This design comes from an exercise in tuning for small area on the open sky130 flow, not from production work.
Only simulation tests tie the RTL to the original design; equivalence was not proved.
No activity file was given, so power comes from the tool's default toggle rates.

==> flow/design.v <==
`timescale 1ns/1ps
package cache_pkg;
    localparam int DATA_WIDTH = 8;
    localparam int RAM_DEPTH = 256;
    localparam int ADDR_WIDTH = $clog2(RAM_DEPTH);
    localparam int DEF_WAYS = 4;
    localparam int DEF_SETS = 4;
    localparam int HIT_LATENCY = 2;
    localparam int MISS_LATENCY = 3;
    typedef enum logic {
        OP_READ  = 1'b0,
        OP_WRITE = 1'b1
    } cache_op_e;
    typedef struct packed {
        cache_op_e               op;
        logic [ADDR_WIDTH-1:0]   addr;
        logic [DATA_WIDTH-1:0]   wdata;
    } cache_req_t;
    typedef struct packed {
        logic [DATA_WIDTH-1:0] data;
    } cache_rsp_t;
endpackage
`timescale 1ns/1ps
module ram_aoi3 (
    input  logic [2:0] d,
    input  logic [2:0] s,
    output logic       y
);
    assign y = ~|(d & s);
endmodule
module ram_aoi1 (
    input  logic d,
    input  logic s,
    output logic y
);
    assign y = ~(d & s);
endmodule
module ram_nand_tree (
    input  logic [29:0] n,
    output logic        y
);
    assign y = ~&n;
endmodule
module ram_read_bit (
    input  logic [87:0] d,
    input  logic [87:0] s,
    output logic        y
);
    logic [29:0] n;
    for (genvar i = 0; i < 29; i++) begin : g_aoi
        ram_aoi3 u_aoi (.d(d[i*3 +: 3]), .s(s[i*3 +: 3]), .y(n[i]));
    end
    ram_aoi1 u_last (.d(d[87]), .s(s[87]), .y(n[29]));
    ram_nand_tree u_tree (.n(n), .y(y));
endmodule
module ram_read (
    input  logic [703:0] mem,
    input  logic [87:0]  row,
    output logic [7:0]   rd
);
    for (genvar b = 0; b < 8; b++) begin : g_bit
        logic [87:0] d;
        for (genvar r = 0; r < 88; r++) begin : g_row
            assign d[r] = mem[r*8 + b];
        end
        ram_read_bit u_bit (.d(d), .s(row), .y(rd[b]));
    end
endmodule
module ram_port (
    input  logic wsel,
    input  logic wd,
    input  logic keep,
    input  logic q,
    output logic d
);
    assign d = (wsel & wd) | (keep & q);
endmodule
`timescale 1ns/1ps
`timescale 1ns/1ps
`timescale 1ns/1ps
`timescale 1ns/1ps
module cache_top (
    input  logic       clk,
    input  logic       rst,
    input  logic       req_valid,
    input  logic       req_op,
    input  logic [7:0] req_addr,
    input  logic [7:0] req_wdata,
    output logic       req_ready,
    output logic       done,
    output logic [7:0] rsp_data
);
    localparam logic [1:0] S_IDLE = 2'd0, S_LOOKUP = 2'd1, S_MEM = 2'd2, S_DONE = 2'd3;
    logic [1:0] state_q;
    logic       idle, lookup, mem_st;
    assign idle   = (state_q == S_IDLE);
    assign lookup = (state_q == S_LOOKUP);
    assign mem_st = (state_q == S_MEM);
    assign done   = (state_q == S_DONE);
    assign req_ready = idle;
    logic       accept;
    logic       op_q;
    logic [7:0] addr_q;
    logic [7:0] wd_q;
    assign accept = idle && req_valid;
    always_ff @(posedge clk) begin
        if (accept) begin
            addr_q <= req_addr;
            wd_q   <= req_wdata;
        end
    end
    always_ff @(posedge clk or posedge rst) begin
        if (rst) begin
            op_q <= 1'b0;
        end else if (accept) begin
            op_q <= req_op;
        end
    end
    logic [4:0] pos_q;
    logic [1:0] zc_q;
    always_ff @(posedge clk or posedge rst) begin
        if (rst) begin
            pos_q <= '0;
            zc_q  <= '0;
        end else begin
            pos_q <= pos_q + 5'd1;
            if (zc_q != 2'd3) zc_q <= zc_q + 2'd1;
        end
    end
    logic [7:0] ra;
    assign ra = idle ? req_addr : addr_q;
    logic [5:0] tag_i;
    logic [1:0] setpos;
    logic       at_even;
    assign tag_i   = addr_q[7:2];
    assign setpos  = ra[1:0] + pos_q[1:0];
    assign at_even = !setpos[0];
    logic [3:0][5:0] tslot_q [4];
    logic [3:0] tvld_q  [4];
    logic [3:0] m_now, m_q, m;
    always_comb begin
        for (int j = 0; j < 4; j++) begin
            m_now[j] = tvld_q[{setpos[1], 1'b0}][j] && (tslot_q[{setpos[1], 1'b0}][j] == ra[7:2]);
        end
    end
    always_ff @(posedge clk) begin
        m_q <= m_now;
    end
    assign m = at_even ? m_now : m_q;
    logic hit;
    assign hit = |m;
    logic [3:0] sh;
    assign sh[0] = 1'b1;
    assign sh[1] = ~m[0];
    assign sh[2] = ~(m[0] | m[1]);
    assign sh[3] = ~(m[0] | m[1] | m[2]);
    logic miss_q;
    always_ff @(posedge clk) begin
        miss_q <= mem_st;
    end
    logic upd;
    assign upd = setpos[0] && (lookup || mem_st || (done && !miss_q));
    logic [3:0][5:0] tslot_d [4];
    logic [3:0] tvld_d  [4];
    always_comb begin
        for (int p = 0; p < 4; p++) begin
            tslot_d[p] = tslot_q[(p+3)%4];
            tvld_d[p]  = tvld_q[(p+3)%4];
        end
        for (int p = 0; p < 4; p += 2) begin
            if (upd && setpos == 2'((p+3)%4)) begin
                tslot_d[p][0] = tag_i;
                for (int j = 1; j < 4; j++) begin
                    if (sh[j]) tslot_d[p][j] = tslot_q[(p+3)%4][j-1];
                end
                if (!hit) tvld_d[p] = {tvld_q[(p+3)%4][2:0], 1'b1};
            end
        end
    end
    always_ff @(posedge clk) begin
        for (int p = 0; p < 4; p++) tslot_q[p] <= tslot_d[p];
    end
    always_ff @(posedge clk or posedge rst) begin
        if (rst) begin
            for (int p = 0; p < 4; p++) tvld_q[p] <= '0;
        end else begin
            for (int p = 0; p < 4; p++) tvld_q[p] <= tvld_d[p];
        end
    end
    localparam int RL = 32;
    localparam int NR = 8;
    logic       zero, ram_ok;
    assign zero   = (zc_q != 2'd3);
    assign ram_ok = !zero;
    localparam logic [RL-1:0] PORT = 32'h4924_9249;
    logic [4:0]  wslot;
    logic [7:0]  wring;
    logic [31:0] wss;
    assign wslot = addr_q[4:0] + pos_q;
    always_comb begin
        for (int i = 0; i < RL; i++) wss[i] = (wslot == 5'(i));
        for (int k = 0; k < NR; k++) wring[k] = op_q && (addr_q[7:5] == 3'(k));
    end
    logic [7:0] ring_q [NR][RL];
    logic [7:0] ring_d [NR][RL];
    for (genvar k = 0; k < NR; k++) begin : g_ring
        for (genvar i = 0; i < RL; i++) begin : g_slot
            if (PORT[i]) begin : g_port
                logic wsel, keep;
                assign wsel = wring[k] && wss[(i+RL-1)%RL];
                assign keep = !wsel && !zero;
                for (genvar b = 0; b < 8; b++) begin : g_bit
                    ram_port u_port (.wsel(wsel), .wd(wd_q[b]), .keep(keep),
                                     .q(ring_q[k][(i+RL-1)%RL][b]), .d(ring_d[k][i][b]));
                end
            end else begin : g_shift
                assign ring_d[k][i] = ring_q[k][(i+RL-1)%RL];
            end
        end
    end
    always_ff @(posedge clk) begin
        for (int k = 0; k < NR; k++) begin
            for (int i = 0; i < RL; i++) ring_q[k][i] <= ring_d[k][i];
        end
    end
    localparam int NT = 11;
    logic [4:0]    rslot;
    logic [NT-1:0] rss;
    logic [7:0]    rring;
    logic          at_tap;
    assign rslot  = ra[4:0] + pos_q;
    assign at_tap = |rss;
    always_comb begin
        for (int i = 0; i < NT; i++) rss[i] = (rslot == 5'(3*i));
        for (int k = 0; k < NR; k++) rring[k] = (ra[7:5] == 3'(k));
    end
    logic [NR*NT-1:0]   row;
    logic [NR*NT*8-1:0] tap_flat;
    always_comb begin
        for (int k = 0; k < NR; k++) begin
            for (int i = 0; i < NT; i++) begin
                row[k*NT+i] = rring[k] && rss[i];
                tap_flat[(k*NT+i)*8 +: 8] = ring_q[k][3*i];
            end
        end
    end
    logic [7:0] tap_raw, tap_rd;
    ram_read u_read (.mem(tap_flat), .row(row), .rd(tap_raw));
    assign tap_rd = ram_ok ? tap_raw : 8'h00;
    logic       fwd;
    logic [7:0] cap_q;
    assign fwd = op_q && (addr_q == ra);
    always_ff @(posedge clk) begin
        if (at_tap) cap_q <= fwd ? wd_q : tap_rd;
    end
    logic [7:0] rsp_d;
    assign rsp_d = op_q ? 8'h00 : (at_tap ? tap_rd : cap_q);
    logic [7:0] rsp_q;
    always_ff @(posedge clk or posedge rst) begin
        if (rst) begin
            rsp_q <= '0;
        end else if (done) begin
            rsp_q <= rsp_d;
        end
    end
    assign rsp_data = done ? rsp_d : rsp_q;
    always_ff @(posedge clk or posedge rst) begin
        if (rst) begin
            state_q <= S_IDLE;
        end else begin
            case (state_q)
                S_IDLE:   if (req_valid) state_q <= S_LOOKUP;
                S_LOOKUP: state_q <= hit ? S_DONE : S_MEM;
                S_MEM:    state_q <= S_DONE;
                default:  state_q <= S_IDLE;
            endcase
        end
    end
endmodule
export LEC_CHECK = 0
export CAP_MARGIN = 10
export CORE_MARGIN = 2
export CORE_UTILIZATION = 72
export CTS_BUF_LIST = sky130_fd_sc_hd__clkbuf_8
export CTS_CLUSTER_DIAMETER = 80
export CTS_CLUSTER_SIZE = 15
export GPL_TIMING_DRIVEN = 0
export SETUP_SLACK_MARGIN = 0.2
export SLEW_MARGIN = 10
export SYNTH_HIERARCHICAL = 1
create_clock -name core_clock -period 10.0 [get_ports {clk}]
standard.sh (not shown) runs the stock make flow with config.mk's settings and CLKGATE_MAP_FILE= SYNTH_SCRIPT=/design/flow/synth_recipe.tcl, a recipe that flattens the netlist after the stock synthesis.
==> flow/flow/run.sh <==
#!/bin/bash
# Standard layout with three changes to how it is built: clock tree synthesis
# leaves out dummy loads and uses clkbuf_4 cells for small sink clusters; the port buffers are
# plain buf_2 cells; the synthesis step runs first on its own, unchanged.
# Each tool's output goes to the ORFS logs; make's output goes to *.log here.
set -euo pipefail
bash standard.sh synth > standard_synth.log 2>&1
export CTS_ARGS="-sink_clustering_enable -repair_clock_nets -dont_use_dummy_load -sink_clustering_size 10 -sink_clustering_max_diameter 60 -buf_list sky130_fd_sc_hd__clkbuf_4"
export BUFFER_PORTS_ARGS="-buffer_cell sky130_fd_sc_hd__buf_2"
bash standard.sh > standard.log 2>&1
Rerun with:
--- a/flow/flow/run.sh
+++ b/flow/flow/run.sh
@@ -3 +3 @@
-# leaves out dummy loads and uses clkbuf_4 cells for small sink clusters; the port buffers are
+# leaves out dummy loads and uses larger sink clusters; the port buffers are
@@ -8 +8 @@
-export CTS_ARGS="-sink_clustering_enable -repair_clock_nets -dont_use_dummy_load -sink_clustering_size 10 -sink_clustering_max_diameter 60 -buf_list sky130_fd_sc_hd__clkbuf_4"
+export CTS_ARGS="-sink_clustering_enable -repair_clock_nets -dont_use_dummy_load -sink_clustering_size 18 -sink_clustering_max_diameter 80 -buf_list sky130_fd_sc_hd__clkbuf_8"
- CORE_UTILIZATION: 72 -> 65
What happened: The new run completed with no timing, DRC or antenna violations. Die area rises by 11%. Final cell count stays flat. Wire length went up by 1.4%. Worst setup slack improves by 14 ps.
Rerun with:
- CORE_UTILIZATION: 65 -> 72
Effect: Total power fell by 0.47%. Final area fell by 0.65%. Wire length fell by 1.3%. Via count rose by 1.7%. Count of clock-buffer cells in the layout does not change. Worst setup slack gets better by 33 ps.

==> re-timing with driven ports <==
The results above use ideal ports. As a check the final layouts listed here were re-extracted and re-timed, cells and wires unchanged.
Step 1, drivers: a clkbuf_16 drives clk and a buf_2 each remaining input, both assumed.
Step 2 also shifts input and output timing later by t, the mid clock arrival at the registers, as if the neighbouring blocks saw the same clock.
a / b / c = no drivers / after step 1 / after step 2; a / b = the first two.
run | t, ns | setup slack, ns | hold slack, ns
the first run | 1.214 | 0.250 / 0.177 / 0.343 | 0.250 / 0.250 / 0.250
the second run | 0.903 | 0.264 / 0.243 / 0.243 | 0.294 / 0.294 / 0.294
the third run | 0.881 | 0.297 / 0.265 / 0.275 | 0.272 / 0.272 / 0.272
After both steps setup and hold are still met in every run listed. For the third run, which loses most, drivers alone change the setup slack by -0.032 ns; drivers and shift together by -0.022 ns.
